This design comes from an exercise in tuning for small area, a short achievable clock period and few clock cycles per item on the open sky130 flow, not from production work. RTL that was checked went through simulation tests only; none was proved equivalent to the original.

==> v12 <==
==> flow/design.v <==
module gradient_row_span_generator #(
  parameter int unsigned FbMaxDim = 8192
) (
  input  logic          clk_i,
  input  logic          rst_ni,
  input  logic          s_axis_tvalid,
  output logic          s_axis_tready,
  input  logic [127:0]  s_axis_tdata,
  output logic          m_axis_tvalid,
  input  logic          m_axis_tready,
  output logic [63:0]   m_axis_tdata,
  output logic          m_axis_tuser,
  input  logic          cfg_we_i,
  input  logic [1:0]    cfg_idx_i,
  input  logic [13:0]   cfg_wdata_i
);
  logic [13:0] fbw_q, fbh_q, str_q;
  logic [13:0] wsat;
  assign wsat = (cfg_wdata_i > 14'(FbMaxDim)) ? 14'(FbMaxDim) : cfg_wdata_i;
  always_ff @(posedge clk_i or negedge rst_ni) begin
    if (!rst_ni) begin
      fbw_q <= 14'd640;
      fbh_q <= 14'd480;
      str_q <= 14'd640;
    end else if (cfg_we_i) begin
      if (cfg_idx_i == 2'd0) fbw_q <= wsat;
      if (cfg_idx_i == 2'd1) fbh_q <= wsat;
      if (cfg_idx_i == 2'd2) str_q <= wsat;
    end
  end
  logic [7:2]  vld_q;
  logic        k_vld_q;
  logic [64:0] f_q, k_q;
  logic        adv;
  assign adv           = !k_vld_q;
  assign s_axis_tready = adv;
  assign m_axis_tvalid = k_vld_q || vld_q[7];
  assign {m_axis_tuser, m_axis_tdata} = k_vld_q ? k_q : f_q;
  always_ff @(posedge clk_i or negedge rst_ni) begin
    if (!rst_ni) begin
      vld_q   <= '0;
      k_vld_q <= 1'b0;
    end else begin
      if (adv) vld_q <= {vld_q[6:2], s_axis_tvalid};
      if (!k_vld_q) k_vld_q <= vld_q[7] && !m_axis_tready;
      else if (m_axis_tready) k_vld_q <= 1'b0;
    end
  end
  always_ff @(posedge clk_i) begin
    if (!k_vld_q) k_q <= f_q;
  end
  logic signed [15:0] in_x, in_y, in_w, in_h;
  logic [14:0] in_j;
  logic [23:0] in_c0, in_c1;
  assign in_x  = s_axis_tdata[15:0];
  assign in_y  = s_axis_tdata[31:16];
  assign in_w  = s_axis_tdata[47:32];
  assign in_h  = s_axis_tdata[63:48];
  assign in_c0 = s_axis_tdata[87:64];
  assign in_c1 = s_axis_tdata[111:88];
  assign in_j  = s_axis_tdata[126:112];
  logic [16:0] s0_py, s0_xe;
  logic        s0_vis, s0_xe_ge;
  logic [14:0] s0_nd;
  logic [23:0] s0_mag;
  logic [2:0]  s0_neg;
  always_comb begin
    s0_py    = {in_y[15], in_y} + {2'b00, in_j};
    s0_xe    = {in_x[15], in_x} + {in_w[15], in_w};
    s0_xe_ge = !s0_xe[16] && (s0_xe[15:13] != 3'd0);
    s0_vis   = !in_h[15] && (in_j < in_h[14:0])            
            && (s0_py[16:13] == 4'd0)                       
            && !s0_xe[16] && (s0_xe[15:0] != 16'd0)         
            && (in_x[15] || (in_x[14:13] == 2'd0));         
    s0_nd    = (in_h[14:0] == 15'd1) ? 15'h7fff : (15'd1 - in_h[14:0]);
    for (int c = 0; c < 3; c++) begin
      s0_neg[c] = in_c1[8*c +: 8] < in_c0[8*c +: 8];
      s0_mag[8*c +: 8] = s0_neg[c] ? (in_c0[8*c +: 8] - in_c1[8*c +: 8])
                                   : (in_c1[8*c +: 8] - in_c0[8*c +: 8]);
    end
  end
  logic        r2_vis, r2_xe_ge;
  logic [12:0] r2_py, r2_x0, r2_xe;
  logic [14:0] r2_j, r2_nd;
  logic [23:0] r2_c0, r2_mag;
  logic [2:0]  r2_neg;
  always_ff @(posedge clk_i) begin
    if (adv) begin
      r2_vis   <= s0_vis;
      r2_xe_ge <= s0_xe_ge;
      r2_py    <= s0_py[12:0];
      r2_x0    <= in_x[15] ? 13'd0 : in_x[12:0];
      r2_xe    <= s0_xe[12:0];
      r2_j     <= in_j;
      r2_nd    <= s0_nd;
      r2_c0    <= in_c0;
      r2_mag   <= s0_mag;
      r2_neg   <= s0_neg;
    end
  end
  logic [13:0] s2_x1;
  logic [14:0] s2_l;
  logic        s2_vis;
  logic [2:0][22:0] s2_n;
  logic [16:0] s2_n3d;
    always_comb begin
    s2_x1  = (r2_xe_ge || ({1'b0, r2_xe} > fbw_q)) ? fbw_q : {1'b0, r2_xe};
    s2_l   = {1'b0, s2_x1} - {2'b00, r2_x0};
    s2_vis = r2_vis && !s2_l[14] && (s2_l[13:0] != 14'd0) && ({1'b0, r2_py} < fbh_q);
    for (int c = 0; c < 3; c++) s2_n[c] = r2_mag[8*c +: 8] * r2_j;
    s2_n3d = {2'b11, r2_nd} + {1'b1, r2_nd, 1'b0};           
  end
  logic [19:0] s2_plo, s2_phi;
  assign s2_plo = 20'(r2_py * str_q[6:0]) + 20'(r2_x0);
  assign s2_phi = 20'(r2_py * str_q[13:7]);
  logic        r3_vis;
  logic [13:0] r3_len;
  logic [19:0] r3_plo, r3_phi;
  logic [2:0][22:0] r3_n;
  logic [23:0] r3_c0;
  logic [2:0]  r3_neg;
  logic [14:0] r3_nd;
  logic [16:0] r3_n3d;
  always_ff @(posedge clk_i) begin
    if (adv) begin
      r3_vis <= s2_vis;
      r3_len <= s2_vis ? s2_l[13:0] : 14'd0;
      r3_plo <= s2_plo;
      r3_phi <= s2_phi;
      r3_n   <= s2_n;
      r3_c0  <= r2_c0;
      r3_neg <= r2_neg;
      r3_nd  <= r2_nd;
      r3_n3d <= s2_n3d;
    end
  end
  logic [25:0] s3_addr;
  assign s3_addr = r3_vis ? (26'(r3_plo) + {r3_phi[18:0], 7'd0}) : 26'd0;
  logic [2:0][20:0] s3_rem;
  logic [2:0][1:0]  s3_q;
  for (genvar c = 0; c < 3; c++) begin : g_d3
    grsg_r4_step #(.K(3)) u_step (
      .rem_i (r3_n[c]), .nd_i (r3_nd), .n3d_i (r3_n3d), .rem_o (s3_rem[c]), .q_o (s3_q[c])
    );
  end
  logic        r4_vis;
  logic [13:0] r4_len;
  logic [25:0] r4_addr;
  logic [2:0][20:0] r4_rem;
  logic [2:0][1:0]  r4_q;
  logic [23:0] r4_c0;
  logic [2:0]  r4_neg;
  logic [14:0] r4_nd;
  logic [16:0] r4_n3d;
  always_ff @(posedge clk_i) begin
    if (adv) begin
      r4_vis  <= r3_vis;
      r4_len  <= r3_len;
      r4_addr <= s3_addr;
      r4_rem  <= s3_rem;
      r4_q    <= s3_q;
      r4_c0   <= r3_c0;
      r4_neg  <= r3_neg;
      r4_nd   <= r3_nd;
      r4_n3d  <= r3_n3d;
    end
  end
  logic [2:0][18:0] s4_rem;
  logic [2:0][1:0]  s4_q;
  for (genvar c = 0; c < 3; c++) begin : g_d2
    grsg_r4_step #(.K(2)) u_step (
      .rem_i (r4_rem[c]), .nd_i (r4_nd), .n3d_i (r4_n3d), .rem_o (s4_rem[c]), .q_o (s4_q[c])
    );
  end
  logic        r5_vis;
  logic [13:0] r5_len;
  logic [25:0] r5_addr;
  logic [2:0][18:0] r5_rem;
  logic [2:0][3:0]  r5_q;
  logic [23:0] r5_c0;
  logic [2:0]  r5_neg;
  logic [14:0] r5_nd;
  logic [16:0] r5_n3d;
  always_ff @(posedge clk_i) begin
    if (adv) begin
      r5_vis  <= r4_vis;
      r5_len  <= r4_len;
      r5_addr <= r4_addr;
      r5_rem  <= s4_rem;
      for (int c = 0; c < 3; c++) r5_q[c] <= {r4_q[c], s4_q[c]};
      r5_c0   <= r4_c0;
      r5_neg  <= r4_neg;
      r5_nd   <= r4_nd;
      r5_n3d  <= r4_n3d;
    end
  end
  logic [2:0][16:0] s5_rem;
  logic [2:0][1:0]  s5_q;
  for (genvar c = 0; c < 3; c++) begin : g_d1
    grsg_r4_step #(.K(1)) u_step (
      .rem_i (r5_rem[c]), .nd_i (r5_nd), .n3d_i (r5_n3d), .rem_o (s5_rem[c]), .q_o (s5_q[c])
    );
  end
  logic        r6_vis;
  logic [13:0] r6_len;
  logic [25:0] r6_addr;
  logic [2:0][16:0] r6_rem;
  logic [2:0][5:0]  r6_q;
  logic [23:0] r6_c0;
  logic [2:0]  r6_neg;
  logic [14:0] r6_nd;
  logic [16:0] r6_n3d;
  always_ff @(posedge clk_i) begin
    if (adv) begin
      r6_vis  <= r5_vis;
      r6_len  <= r5_len;
      r6_addr <= r5_addr;
      r6_rem  <= s5_rem;
      for (int c = 0; c < 3; c++) r6_q[c] <= {r5_q[c], s5_q[c]};
      r6_c0   <= r5_c0;
      r6_neg  <= r5_neg;
      r6_nd   <= r5_nd;
      r6_n3d  <= r5_n3d;
    end
  end
  logic [2:0][14:0] s6_rem_unused;
  logic [2:0][1:0]  s6_q;
  logic [23:0]      s6_col;
  for (genvar c = 0; c < 3; c++) begin : g_d0
    grsg_r4_step #(.K(0)) u_step (
      .rem_i (r6_rem[c]), .nd_i (r6_nd), .n3d_i (r6_n3d), .rem_o (s6_rem_unused[c]), .q_o (s6_q[c])
    );
    assign s6_col[8*c +: 8] = r6_neg[c] ? (r6_c0[8*c +: 8] - {r6_q[c], s6_q[c]})
                                        : (r6_c0[8*c +: 8] + {r6_q[c], s6_q[c]});
  end
  always_ff @(posedge clk_i) begin
    if (adv) f_q <= {r6_vis, r6_vis ? s6_col : 24'd0, r6_len, r6_addr};
  end
endmodule
module grsg_r4_step #(
  parameter int K = 0
) (
  input  logic [2*K+16:0] rem_i,
  input  logic [14:0]     nd_i,
  input  logic [16:0]     n3d_i,
  output logic [2*K+14:0] rem_o,
  output logic [1:0]      q_o
);
  logic [16:0] hi;
  logic [17:0] t1, t2, t3;
  logic [14:0] hi_o;
  assign hi = rem_i[2*K+16 : 2*K];
  assign t1 = {1'b0, hi} + {3'b111, nd_i};
  assign t2 = {1'b0, hi} + {2'b11, nd_i, 1'b0};
  assign t3 = {1'b0, hi} + {1'b1, n3d_i};
  always_comb begin
    if (!t3[17])      begin q_o = 2'd3; hi_o = t3[14:0]; end
    else if (!t2[17]) begin q_o = 2'd2; hi_o = t2[14:0]; end
    else if (!t1[17]) begin q_o = 2'd1; hi_o = t1[14:0]; end
    else              begin q_o = 2'd0; hi_o = hi[14:0]; end
  end
  if (K > 0) begin : g_lo
    assign rem_o = {hi_o, rem_i[2*K-1:0]};
  end else begin : g_nolo
    assign rem_o = hi_o;
  end
endmodule
==> flow/run.sh <==
#!/bin/bash
# synth_recipe.tcl (not shown) runs the flow's synth.tcl, then flattens the netlist and writes it again
# the make line also repeats each setting of config.mk as NAME=value (left out here)
make -C /OpenROAD-flow-scripts/flow DESIGN_CONFIG=/design/flow/config.mk WORK_HOME=/design/flow/orfs CLKGATE_MAP_FILE= SYNTH_SCRIPT=/design/flow/synth_recipe.tcl finish
==> flow/config.mk <==
export PLATFORM = sky130hd
export DESIGN_NAME = gradient_row_span_generator
export DESIGN_NICKNAME = gradient_row_span_generator
export VERILOG_FILES = /design/flow/design.v
export SDC_FILE = /design/flow/constraint.sdc
export NUM_CORES = 4
export LEC_CHECK = 0
export CAP_MARGIN = 20
export CORE_MARGIN = 2
export CORE_UTILIZATION = 40
export SETUP_SLACK_MARGIN = 3
export SLEW_MARGIN = 20
==> flow/constraint.sdc <==
create_clock -name core_clock -period 8.5 [get_ports {clk_i}]
set_input_delay 1.7000 -clock core_clock [delete_from_list [all_inputs] [get_ports {clk_i}]]
set_output_delay 1.7000 -clock core_clock [all_outputs]
set_load 0.01 [all_outputs]
==> v7: changes against v12 <==
==> flow/design.v, changed modules only <==
module grsg_cmul (
  input  logic [7:0]  mag_i,
  input  logic [14:0] j_i,
  input  logic [16:0] j3_i,
  output logic [22:0] p_o
);
  logic [3:0][22:0] row;
  logic [22:0]      s1, c1, s2, c2;
  for (genvar k = 0; k < 4; k++) begin : g_row
    logic [16:0] sel;
    always_comb begin
      case (mag_i[2*k +: 2])
        2'd0: sel = 17'd0;
        2'd1: sel = {2'b00, j_i};
        2'd2: sel = {1'b0, j_i, 1'b0};
        default: sel = j3_i;
      endcase
    end
    assign row[k] = 23'(sel) << (2 * k);
  end
  assign s1  = row[0] ^ row[1] ^ row[2];
  assign c1  = 23'({(row[0] & row[1]) | (row[0] & row[2]) | (row[1] & row[2]), 1'b0});
  assign s2  = s1 ^ c1 ^ row[3];
  assign c2  = 23'({(s1 & c1) | (s1 & row[3]) | (c1 & row[3]), 1'b0});
  assign p_o = s2 + c2;
endmodule
module grsg_amul (
  input  logic [12:0] py_i,
  input  logic [12:0] x0_i,
  input  logic [13:0] s_i,
  input  logic [15:0] s3_i,
  output logic [20:0] lo_o,
  output logic [19:0] hi_o
);
  logic [6:0][15:0] sel;
  for (genvar k = 0; k < 7; k++) begin : g_sel
    logic [1:0] dg;
    assign dg = (k == 6) ? {1'b0, py_i[12]} : py_i[2*k +: 2];
    always_comb begin
      case (dg)
        2'd0: sel[k] = 16'd0;
        2'd1: sel[k] = {2'b00, s_i};
        2'd2: sel[k] = {1'b0, s_i, 1'b0};
        default: sel[k] = s3_i;
      endcase
    end
  end
  logic [20:0] l0, l1, l2, l3, ls1, lc1, ls2, lc2;
  assign l0  = 21'(sel[0]);
  assign l1  = 21'(sel[1]) << 2;
  assign l2  = 21'(sel[2]) << 4;
  assign l3  = 21'(x0_i);
  assign ls1 = l0 ^ l1 ^ l2;
  assign lc1 = 21'({(l0 & l1) | (l0 & l2) | (l1 & l2), 1'b0});
  assign ls2 = ls1 ^ lc1 ^ l3;
  assign lc2 = 21'({(ls1 & lc1) | (ls1 & l3) | (lc1 & l3), 1'b0});
  assign lo_o = ls2 + lc2;
  logic [19:0] h0, h1, h2, h3, hs1, hc1, hs2, hc2;
  assign h0   = 20'(sel[3]);
  assign h1   = 20'(sel[4]) << 2;
  assign h2   = 20'(sel[5]) << 4;
  assign h3   = 20'(sel[6]) << 6;
  assign hs1  = h0 ^ h1 ^ h2;
  assign hc1  = 20'({(h0 & h1) | (h0 & h2) | (h1 & h2), 1'b0});
  assign hs2  = hs1 ^ hc1 ^ h3;
  assign hc2  = 20'({(hs1 & hc1) | (hs1 & h3) | (hc1 & h3), 1'b0});
  assign hi_o = hs2 + hc2;
endmodule
module grsg_r4_step #(
  parameter int B = 0
) (
  input  logic [B+16:0] rem_i,
  input  logic [14:0]   nd_i,
  input  logic [16:0]   n3d_i,
  output logic [B+14:0] rem_o,
  output logic [1:0]    q_o
);
  logic [16:0] hi;
  logic [17:0] t1, t2, t3;
  logic [14:0] hi_o;
  assign hi = rem_i[B+16 : B];
  assign t1 = {1'b0, hi} + {3'b111, nd_i};           
  assign t2 = {1'b0, hi} + {2'b11, nd_i, 1'b0};      
  assign t3 = {1'b0, hi} + {1'b1, n3d_i};            
  always_comb begin
    if (!t3[17])      begin q_o = 2'd3; hi_o = t3[14:0]; end
    else if (!t2[17]) begin q_o = 2'd2; hi_o = t2[14:0]; end
    else if (!t1[17]) begin q_o = 2'd1; hi_o = t1[14:0]; end
    else              begin q_o = 2'd0; hi_o = hi[14:0]; end
  end
  if (B > 0) begin : g_lo
    assign rem_o = {hi_o, rem_i[B-1:0]};
  end else begin : g_nolo
    assign rem_o = hi_o;
  end
endmodule
module grsg_r2_step #(
  parameter int B = 0
) (
  input  logic [B+15:0] rem_i,
  input  logic [14:0]   nd_i,
  output logic [B+14:0] rem_o,
  output logic          q_o
);
  logic [15:0] hi;
  logic [16:0] t;
  assign hi  = rem_i[B+15 : B];
  assign t   = {1'b0, hi} + {2'b11, nd_i};           
  assign q_o = !t[16];
  if (B > 0) begin : g_lo
    assign rem_o = {q_o ? t[14:0] : hi[14:0], rem_i[B-1:0]};
  end else begin : g_nolo
    assign rem_o = q_o ? t[14:0] : hi[14:0];
  end
endmodule
module gradient_row_span_generator #(
  parameter int unsigned FbMaxDim = 8192
) (
  input  logic          clk_i,
  input  logic          rst_ni,
  input  logic          s_axis_tvalid,
  output logic          s_axis_tready,
  input  logic [127:0]  s_axis_tdata,
  output logic          m_axis_tvalid,
  input  logic          m_axis_tready,
  output logic [63:0]   m_axis_tdata,
  output logic          m_axis_tuser,
  input  logic          cfg_we_i,
  input  logic [1:0]    cfg_idx_i,
  input  logic [13:0]   cfg_wdata_i
);
  logic [13:0] fbw_q, fbh_q, str_q;
  logic [15:0] str3_q;                  
  logic [13:0] wsat;
  assign wsat = (cfg_wdata_i > 14'(FbMaxDim)) ? 14'(FbMaxDim) : cfg_wdata_i;
  always_ff @(posedge clk_i or negedge rst_ni) begin
    if (!rst_ni) begin
      fbw_q <= 14'd640;
      fbh_q <= 14'd480;
      str_q <= 14'd640;
    end else if (cfg_we_i) begin
      if (cfg_idx_i == 2'd0) fbw_q <= wsat;
      if (cfg_idx_i == 2'd1) fbh_q <= wsat;
      if (cfg_idx_i == 2'd2) str_q <= wsat;
    end
  end
  always_ff @(posedge clk_i or negedge rst_ni) begin
    if (!rst_ni) str3_q <= 16'd1920;
    else         str3_q <= {2'b00, str_q} + {1'b0, str_q, 1'b0};
  end
  logic [7:2]  vld_q;
  logic        k_vld_q;
  logic [64:0] f_q, k_q;
  logic        adv;
  assign adv           = !k_vld_q;
  assign s_axis_tready = adv;
  assign m_axis_tvalid = k_vld_q || vld_q[7];
  assign {m_axis_tuser, m_axis_tdata} = k_vld_q ? k_q : f_q;
  always_ff @(posedge clk_i or negedge rst_ni) begin
    if (!rst_ni) begin
      vld_q   <= '0;
      k_vld_q <= 1'b0;
    end else begin
      if (adv) vld_q <= {vld_q[6:2], s_axis_tvalid};
      if (!k_vld_q) k_vld_q <= vld_q[7] && !m_axis_tready;
      else if (m_axis_tready) k_vld_q <= 1'b0;
    end
  end
  always_ff @(posedge clk_i) begin
    if (!k_vld_q) k_q <= f_q;
  end
  logic signed [15:0] in_x, in_y, in_w, in_h;
  logic [14:0] in_j;
  logic [23:0] in_c0, in_c1;
  assign in_x  = s_axis_tdata[15:0];
  assign in_y  = s_axis_tdata[31:16];
  assign in_w  = s_axis_tdata[47:32];
  assign in_h  = s_axis_tdata[63:48];
  assign in_c0 = s_axis_tdata[87:64];
  assign in_c1 = s_axis_tdata[111:88];
  assign in_j  = s_axis_tdata[126:112];
  logic [16:0] s0_py, s0_xe;
  logic        s0_vis, s0_xe_ge;
  logic [14:0] s0_nd;
  logic [16:0] s0_j3;
  logic [23:0] s0_mag;
  logic [2:0]  s0_neg;
  always_comb begin
    s0_py    = {in_y[15], in_y} + {2'b00, in_j};
    s0_xe    = {in_x[15], in_x} + {in_w[15], in_w};
    s0_xe_ge = !s0_xe[16] && (s0_xe[15:13] != 3'd0);
    s0_vis   = !in_h[15] && (in_j < in_h[14:0])            
            && (s0_py[16:13] == 4'd0)                       
            && (in_x[15] || (in_x[14:13] == 2'd0));         
    s0_nd    = (in_h[14:0] == 15'd1) ? 15'h7fff : (15'd1 - in_h[14:0]);
    s0_j3    = {2'b00, in_j} + {1'b0, in_j, 1'b0};
    for (int c = 0; c < 3; c++) begin
      s0_neg[c] = in_c1[8*c +: 8] < in_c0[8*c +: 8];
      s0_mag[8*c +: 8] = s0_neg[c] ? (in_c0[8*c +: 8] - in_c1[8*c +: 8])
                                   : (in_c1[8*c +: 8] - in_c0[8*c +: 8]);
    end
  end
  logic        r2_vis, r2_xe_ge;
  logic [12:0] r2_py, r2_x0, r2_xe;
  logic [14:0] r2_j, r2_nd;
  logic [16:0] r2_j3;
  logic [23:0] r2_c0, r2_mag;
  logic [2:0]  r2_neg;
  always_ff @(posedge clk_i) begin
    if (adv) begin
      r2_vis   <= s0_vis;
      r2_xe_ge <= s0_xe_ge;
      r2_py    <= s0_py[12:0];
      r2_x0    <= in_x[15] ? 13'd0 : in_x[12:0];
      r2_xe    <= s0_xe[16] ? 13'd0 : s0_xe[12:0];
      r2_j     <= in_j;
      r2_nd    <= s0_nd;
      r2_j3    <= s0_j3;
      r2_c0    <= in_c0;
      r2_mag   <= s0_mag;
      r2_neg   <= s0_neg;
    end
  end
  logic [14:0] s2_l, s2_lw, s2_le;
  logic        s2_vis;
  logic [2:0][22:0] s2_n;
  logic [16:0] s2_n3d;
    always_comb begin
    s2_lw  = {1'b0, fbw_q} - {2'b00, r2_x0};
    s2_le  = {2'b00, r2_xe} - {2'b00, r2_x0};
    s2_l   = (r2_xe_ge || ({1'b0, r2_xe} > fbw_q)) ? s2_lw : s2_le;
    s2_vis = r2_vis && !s2_l[14] && (s2_l[13:0] != 14'd0) && ({1'b0, r2_py} < fbh_q);
    s2_n3d = {2'b11, r2_nd} + {1'b1, r2_nd, 1'b0};           
  end
  for (genvar c = 0; c < 3; c++) begin : g_cmul
    grsg_cmul u_cmul (.mag_i (r2_mag[8*c +: 8]), .j_i (r2_j), .j3_i (r2_j3), .p_o (s2_n[c]));
  end
  logic [20:0] s2_plo;
  logic [19:0] s2_phi;
  grsg_amul u_amul (
    .py_i (r2_py), .x0_i (r2_x0), .s_i (str_q), .s3_i (str3_q), .lo_o (s2_plo), .hi_o (s2_phi)
  );
  logic        r3_vis;
  logic [13:0] r3_len;
  logic [20:0] r3_plo;
  logic [19:0] r3_phi;
  logic [2:0][22:0] r3_n;
  logic [23:0] r3_c0;
  logic [2:0]  r3_neg;
  logic [14:0] r3_nd;
  logic [16:0] r3_n3d;
  always_ff @(posedge clk_i) begin
    if (adv) begin
      r3_vis <= s2_vis;
      r3_len <= s2_l[13:0];
      r3_plo <= s2_plo;
      r3_phi <= s2_phi;
      r3_n   <= s2_n;
      r3_c0  <= r2_c0;
      r3_neg <= r2_neg;
      r3_nd  <= r2_nd;
      r3_n3d <= s2_n3d;
    end
  end
  logic [25:0] s3_addr;
  assign s3_addr = 26'(r3_plo) + {r3_phi, 6'd0};
  logic [2:0][20:0] s3_rem;
  logic [2:0][1:0]  s3_q;
  for (genvar c = 0; c < 3; c++) begin : g_d3
    grsg_r4_step #(.B(6)) u_step (
      .rem_i (r3_n[c]), .nd_i (r3_nd), .n3d_i (r3_n3d), .rem_o (s3_rem[c]), .q_o (s3_q[c])
    );
  end
  logic        r4_vis;
  logic [13:0] r4_len;
  logic [25:0] r4_addr;
  logic [2:0][20:0] r4_rem;
  logic [2:0][1:0]  r4_q;
  logic [23:0] r4_c0;
  logic [2:0]  r4_neg;
  logic [14:0] r4_nd;
  logic [16:0] r4_n3d;
  always_ff @(posedge clk_i) begin
    if (adv) begin
      r4_vis  <= r3_vis;
      r4_len  <= r3_len;
      r4_addr <= s3_addr;
      r4_rem  <= s3_rem;
      r4_q    <= s3_q;
      r4_c0   <= r3_c0;
      r4_neg  <= r3_neg;
      r4_nd   <= r3_nd;
      r4_n3d  <= r3_n3d;
    end
  end
  logic [2:0][18:0] s4_rem;
  logic [2:0][1:0]  s4_q;
  for (genvar c = 0; c < 3; c++) begin : g_d2
    grsg_r4_step #(.B(4)) u_step (
      .rem_i (r4_rem[c]), .nd_i (r4_nd), .n3d_i (r4_n3d), .rem_o (s4_rem[c]), .q_o (s4_q[c])
    );
  end
  logic        r5_vis;
  logic [13:0] r5_len;
  logic [25:0] r5_addr;
  logic [2:0][18:0] r5_rem;
  logic [2:0][3:0]  r5_q;
  logic [23:0] r5_c0;
  logic [2:0]  r5_neg;
  logic [14:0] r5_nd;
  logic [16:0] r5_n3d;
  always_ff @(posedge clk_i) begin
    if (adv) begin
      r5_vis  <= r4_vis;
      r5_len  <= r4_len;
      r5_addr <= r4_addr;
      r5_rem  <= s4_rem;
      for (int c = 0; c < 3; c++) r5_q[c] <= {r4_q[c], s4_q[c]};
      r5_c0   <= r4_c0;
      r5_neg  <= r4_neg;
      r5_nd   <= r4_nd;
      r5_n3d  <= r4_n3d;
    end
  end
  logic [2:0][16:0] s5_rem;
  logic [2:0][1:0]  s5_q;
  for (genvar c = 0; c < 3; c++) begin : g_d1
    grsg_r4_step #(.B(2)) u_step (
      .rem_i (r5_rem[c]), .nd_i (r5_nd), .n3d_i (r5_n3d), .rem_o (s5_rem[c]), .q_o (s5_q[c])
    );
  end
  logic        r6_vis;
  logic [13:0] r6_len;
  logic [25:0] r6_addr;
  logic [2:0][16:0] r6_rem;
  logic [2:0][5:0]  r6_q;
  logic [23:0] r6_c0;
  logic [2:0]  r6_neg;
  logic [14:0] r6_nd;
  logic [16:0] r6_n3d;
  always_ff @(posedge clk_i) begin
    if (adv) begin
      r6_vis  <= r5_vis;
      r6_len  <= r5_len;
      r6_addr <= r5_addr;
      r6_rem  <= s5_rem;
      for (int c = 0; c < 3; c++) r6_q[c] <= {r5_q[c], s5_q[c]};
      r6_c0   <= r5_c0;
      r6_neg  <= r5_neg;
      r6_nd   <= r5_nd;
      r6_n3d  <= r5_n3d;
    end
  end
  logic [2:0][14:0] s6_rem_unused;
  logic [2:0][1:0]  s6_q;
  logic [23:0]      s6_col;
  for (genvar c = 0; c < 3; c++) begin : g_d0
    logic [7:0] base, inc, c1, c2, c3;
    grsg_r4_step #(.B(0)) u_step (
      .rem_i (r6_rem[c]), .nd_i (r6_nd), .n3d_i (r6_n3d), .rem_o (s6_rem_unused[c]), .q_o (s6_q[c])
    );
    assign inc  = r6_neg[c] ? 8'hff : 8'h01;
    assign base = r6_neg[c] ? (r6_c0[8*c +: 8] - {r6_q[c], 2'b00})
                            : (r6_c0[8*c +: 8] + {r6_q[c], 2'b00});
    assign c1   = base + inc;
    assign c2   = base + {inc[6:0], 1'b0};
    assign c3   = base + (r6_neg[c] ? 8'hfd : 8'h03);
    always_comb begin
      case (s6_q[c])
        2'd0: s6_col[8*c +: 8] = base;
        2'd1: s6_col[8*c +: 8] = c1;
        2'd2: s6_col[8*c +: 8] = c2;
        default: s6_col[8*c +: 8] = c3;
      endcase
    end
  end
  always_ff @(posedge clk_i) begin
    if (adv) f_q <= r6_vis ? {1'b1, s6_col, r6_len, r6_addr} : 65'd0;
  end
endmodule
==> summary of the runs <==
- Synthesized area: v7 is lower than v12 (about 0.3%).
- Of v12 and v7, v7 has the higher sequential share of layout area (gap 1.4 points).
- Register-to-register slack: v7 is higher than v12 (0.24 ns).
Testbench counts of v7, summed over its fixed seeds: cycles 16,048, items 16,000.
Only the layout flow was run in v12; the RTL was not checked for function there.

==> afterwards: timing with drivers on the ports <==
No port has a modelled driver above. Below, the same layouts with a new extraction and two added sets of constraints.
Step 1: set_driving_cell puts a clkbuf_16 on clk_i and a buf_2 on each other input, an assumption about the parent block.
Step 2, shift: input delay + t, output delay - t, t = (earliest + latest rising clock arrival at the registers) / 2. This alone moves slack from input paths to output paths.
a / b / c = ideal / step 1 / step 2; a / b = the first two.
run	t (ns)	setup WS [ns]	hold slack, ns	worst data-port slew with drivers (ns)
v12	0.838	3.170 / 3.170 / 2.934	0.402 / 0.402 / 0.402	0.12
v7	0.855	3.407 / 3.363 / 3.170	0.381 / 0.381 / 0.381	0.11
After both steps setup and hold are still met in every run listed. For v7, which loses most, drivers alone change the setup slack by -0.044 ns; drivers and shift together by -0.237 ns.
